This design comes from an exercise in tuning for small area, a short achievable clock period and few clock cycles per item on the open sky130 flow, not from production work.
RTL that was checked went through simulation tests only; none was proved equivalent to the original.

lane 1:
==> module permutation_multi_round, before the edit <==
module permutation_multi_round (
  input  logic         clock,
  input  logic         reset_n,
  input  logic         i_sys_enable,
  input  logic         i_start,
  input  logic [3:0]   i_num_rounds,
  input  logic [319:0] i_state,
  output logic         o_busy,
  output logic         o_done,
  output logic         o_error,
  output logic [319:0] o_state
);
  localparam int CUT = 1;
  function automatic logic [63:0] ror64(input logic [63:0] x, input integer n);
    logic [127:0] w_dbl;
    w_dbl = {x, x} >> n;
    ror64 = w_dbl[63:0];
  endfunction
  function automatic logic [319:0] round_tail(input logic [319:0] z);
    logic [63:0] z0, z1, z2, z3, z4;
    z0 = z[319:256];
    z1 = z[255:192];
    z2 = z[191:128];
    z3 = z[127:64];
    z4 = z[63:0];
    z0 = z0 ^ ror64(z0, 19) ^ ror64(z0, 28);
    z1 = z1 ^ ror64(z1, 61) ^ ror64(z1, 39);
    z2 = z2 ^ ror64(z2, 1)  ^ ror64(z2, 6);
    z3 = z3 ^ ror64(z3, 10) ^ ror64(z3, 17);
    z4 = z4 ^ ror64(z4, 7)  ^ ror64(z4, 41);
    round_tail = {z0, z1, z2, z3, z4};
  endfunction
  function automatic logic [319:0] round_head(input logic [319:0] s, input logic [7:0] rc);
    logic [63:0] a0, a1, a2, a3, a4;
    logic [63:0] y0, y1, y2, y3, y4;
    a0 = s[319:256] ^ s[63:0];
    a1 = s[255:192];
    a2 = s[191:128] ^ s[255:192] ^ {56'd0, rc};
    a3 = s[127:64];
    a4 = s[63:0] ^ s[127:64];
    y0 = a0 ^ (~a1 & a2);
    y1 = a1 ^ (~a2 & a3);
    y2 = a2 ^ (~a3 & a4);
    y3 = a3 ^ (~a4 & a0);
    y4 = a4 ^ (~a0 & a1);
    round_head = {y0 ^ y4, y1 ^ y0, ~y2, y3 ^ y2, y4};
  endfunction
  function automatic logic [7:0] rconst(input logic [3:0] i);
    rconst = {4'hF - i, i};
  endfunction
  logic         r_run;
  logic [3:0]   r_idx;
  logic [319:0] r_state;
  logic         r_done;
  logic         r_error;
  logic [319:0] w_tail;
  logic [319:0] w_src;
  logic [3:0]   w_src_idx;
  logic [319:0] w_head;
  logic         w_legal;
  logic         w_load;
  logic         w_last;
  assign w_legal = (i_num_rounds != 4'd0) &&
                   !(i_num_rounds[3] && i_num_rounds[2] && (i_num_rounds[1] || i_num_rounds[0]));
  assign w_load  = !r_run && i_start && w_legal;
  assign w_tail    = round_tail(r_state);
  assign w_src_idx = r_run ? r_idx + 4'd1 : 4'd12 - i_num_rounds;
  assign w_last    = (w_src_idx == 4'd11);
  if (CUT == 0) begin : g_cut0
    assign w_src   = r_run ? r_state : i_state;
    assign w_head  = round_tail(round_head(w_src, rconst(w_src_idx)));
    assign o_state = r_state;
  end else begin : g_cut1
    assign w_src   = r_run ? w_tail : i_state;
    assign w_head  = round_head(w_src, rconst(w_src_idx));
    assign o_state = w_tail;
  end
  always_ff @(posedge clock or negedge reset_n) begin
    if (!reset_n) begin
      r_run   <= 1'b0;
      r_idx   <= 4'd0;
      r_state <= 320'd0;
      r_done  <= 1'b0;
      r_error <= 1'b0;
    end else if (!i_sys_enable) begin
      r_run   <= 1'b0;
      r_idx   <= 4'd0;
      r_state <= 320'd0;
      r_done  <= 1'b0;
      r_error <= 1'b0;
    end else begin
      if (r_run || w_load) begin
        r_state <= w_head;
        r_idx   <= w_src_idx;
        r_run   <= !w_last;
        r_done  <= w_last;
      end else begin
        r_done  <= 1'b0;
      end
      r_error <= !r_run && i_start && !w_legal;
    end
  end
  assign o_busy  = r_run;
  assign o_done  = r_done;
  assign o_error = r_error;
endmodule
Settings: LEC_CHECK=0, CAP_MARGIN=20, CORE_MARGIN=2, CORE_UTILIZATION=40, SETUP_SLACK_MARGIN=2.2, SLEW_MARGIN=20; clock period 5.0 ns.
standard.sh (not shown) runs the stock make flow with config.mk's settings and CLKGATE_MAP_FILE= SYNTH_SCRIPT=/design/flow/synth_recipe.tcl, a recipe that flattens the netlist after the stock synthesis.
==> flow/flow/run.sh <==
#!/bin/bash
# Standard layout, with the port buffers made from plain buffers.
bash standard.sh BUFFER_PORTS_ARGS="-buffer_cell sky130_fd_sc_hd__buf_1" finish > standard.log 2>&1
Testbench counts of lane 1, summed over its fixed seeds: cycles 22,998, items 2,400.
Input changes introduced in lane 3 (baseline for comparison: lane 1):
==> flow/design.v <==
module permutation_multi_round (
  input  logic         clock,
  input  logic         reset_n,
  input  logic         i_sys_enable,
  input  logic         i_start,
  input  logic [3:0]   i_num_rounds,
  input  logic [319:0] i_state,
  output logic         o_busy,
  output logic         o_done,
  output logic         o_error,
  output logic [319:0] o_state
);
  function automatic logic [63:0] ror64(input logic [63:0] x, input integer n);
    logic [127:0] w_dbl;
    w_dbl = {x, x} >> n;
    ror64 = w_dbl[63:0];
  endfunction
  function automatic logic [319:0] round_tail(input logic [319:0] z);
    logic [63:0] z0, z1, z2, z3, z4;
    z0 = z[319:256];
    z1 = z[255:192];
    z2 = z[191:128];
    z3 = z[127:64];
    z4 = z[63:0];
    z0 = z0 ^ ror64(z0, 19) ^ ror64(z0, 28);
    z1 = z1 ^ ror64(z1, 61) ^ ror64(z1, 39);
    z2 = z2 ^ ror64(z2, 1)  ^ ror64(z2, 6);
    z3 = z3 ^ ror64(z3, 10) ^ ror64(z3, 17);
    z4 = z4 ^ ror64(z4, 7)  ^ ror64(z4, 41);
    round_tail = {z0, z1, z2, z3, z4};
  endfunction
  function automatic logic [319:0] round_head(input logic [319:0] s, input logic [7:0] rc);
    logic [63:0] a0, a1, a2, a3, a4;
    logic [63:0] y0, y1, y2, y3, y4;
    a0 = s[319:256] ^ s[63:0];
    a1 = s[255:192];
    a2 = s[191:128] ^ s[255:192] ^ {56'd0, rc};
    a3 = s[127:64];
    a4 = s[63:0] ^ s[127:64];
    y0 = a0 ^ (~a1 & a2);
    y1 = a1 ^ (~a2 & a3);
    y2 = a2 ^ (~a3 & a4);
    y3 = a3 ^ (~a4 & a0);
    y4 = a4 ^ (~a0 & a1);
    round_head = {y0 ^ y4, y1 ^ y0, ~y2, y3 ^ y2, y4};
  endfunction
  function automatic logic [7:0] rconst(input logic [3:0] i);
    rconst = {4'hF - i, i};
  endfunction
  logic         r_run;
  logic [3:0]   r_idx;      
  logic [319:0] r_state;
  logic         r_done;
  logic         r_error;
  logic         w_legal;
  logic [319:0] w_round;
  assign w_legal = (i_num_rounds != 4'd0) &&
                   !(i_num_rounds[3] && i_num_rounds[2] && (i_num_rounds[1] || i_num_rounds[0]));
  assign w_round = round_tail(round_head(r_state, rconst(r_idx)));
  always_ff @(posedge clock or negedge reset_n) begin
    if (!reset_n) begin
      r_run   <= 1'b0;
      r_idx   <= 4'd0;
      r_state <= 320'd0;
      r_done  <= 1'b0;
      r_error <= 1'b0;
    end else if (!i_sys_enable) begin
      r_run   <= 1'b0;
      r_idx   <= 4'd0;
      r_state <= 320'd0;
      r_done  <= 1'b0;
      r_error <= 1'b0;
    end else begin
      r_done  <= 1'b0;
      r_error <= 1'b0;
      if (r_run) begin
        r_state <= w_round;
        r_idx   <= r_idx + 4'd1;
        if (r_idx == 4'd11) begin
          r_run  <= 1'b0;
          r_done <= 1'b1;
        end
      end else if (i_start) begin
        if (w_legal) begin
          r_state <= i_state;
          r_idx   <= 4'd12 - i_num_rounds;
          r_run   <= 1'b1;
        end else begin
          r_error <= 1'b1;
        end
      end
    end
  end
  assign o_state = r_state;
  assign o_busy  = r_run;
  assign o_done  = r_done;
  assign o_error = r_error;
endmodule
--- outcome ---
- Via count of the first global-routing pass, lane 3 vs lane 1: up by more than 10%
- In the tables for lane 3 and lane 1, cell depth of the worst flop-to-flop path reads higher with lane 1.
- Of the two values seen for uppermost layer routed, met5 was produced by lane 3 and met4 by lane 1.
- Lane 3 ended up with a higher critical path depth than lane 1 did.
- Estimated wirelength of the detail-placed design went up by a few percent going from lane 1 to lane 3.
- Delta (lane 3 minus lane 1): sequential cell count ~0 delta, actual transition at the worst max-transition pin went up by 0.50 ns, total wirelength of the detailed-routed design moved up, clock latency on the worst-skew pair picked up an extra 0.03 ns.
Function not checked in lane 3: the RTL went through the layout flow alone.

==> separate check: timing with driven ports <==
In the flow no input, the clock included, has a driving cell. The finished layouts below were timed again as built, in two steps. Step 1 (the two cells are an assumption about what drives the block):
set clk [get_ports {clock}]
set_driving_cell -lib_cell sky130_fd_sc_hd__clkbuf_16 $clk
set_driving_cell -lib_cell sky130_fd_sc_hd__buf_2 [delete_from_list [all_inputs] $clk]
Step 2, shift: input delay + t, output delay - t, t = (earliest + latest rising clock arrival at the registers) / 2. This alone moves slack from input paths to output paths. a / b / c = no drivers / after step 1 / after step 2; a / b = the first two.
| run | t (ns) | setup slack, ns | worst setup path after step 2 | slew at the worst register clock pin (ns) | pins driven straight from the clock port |
|---|---|---|---|---|---|
| lane 1 | 0.649 | 2.127 / 2.056 / 1.699 | input to register | 0.06 / 0.06 | 1 |
| lane 3 | 0.675 | 2.068 / 2.068 / 1.676 | input to register | 0.07 / 0.07 | 1 |
After both steps every run listed still meets setup and hold. The setup slack of lane 1, which loses most, moves by -0.071 ns with the drivers and by -0.428 ns with both steps.
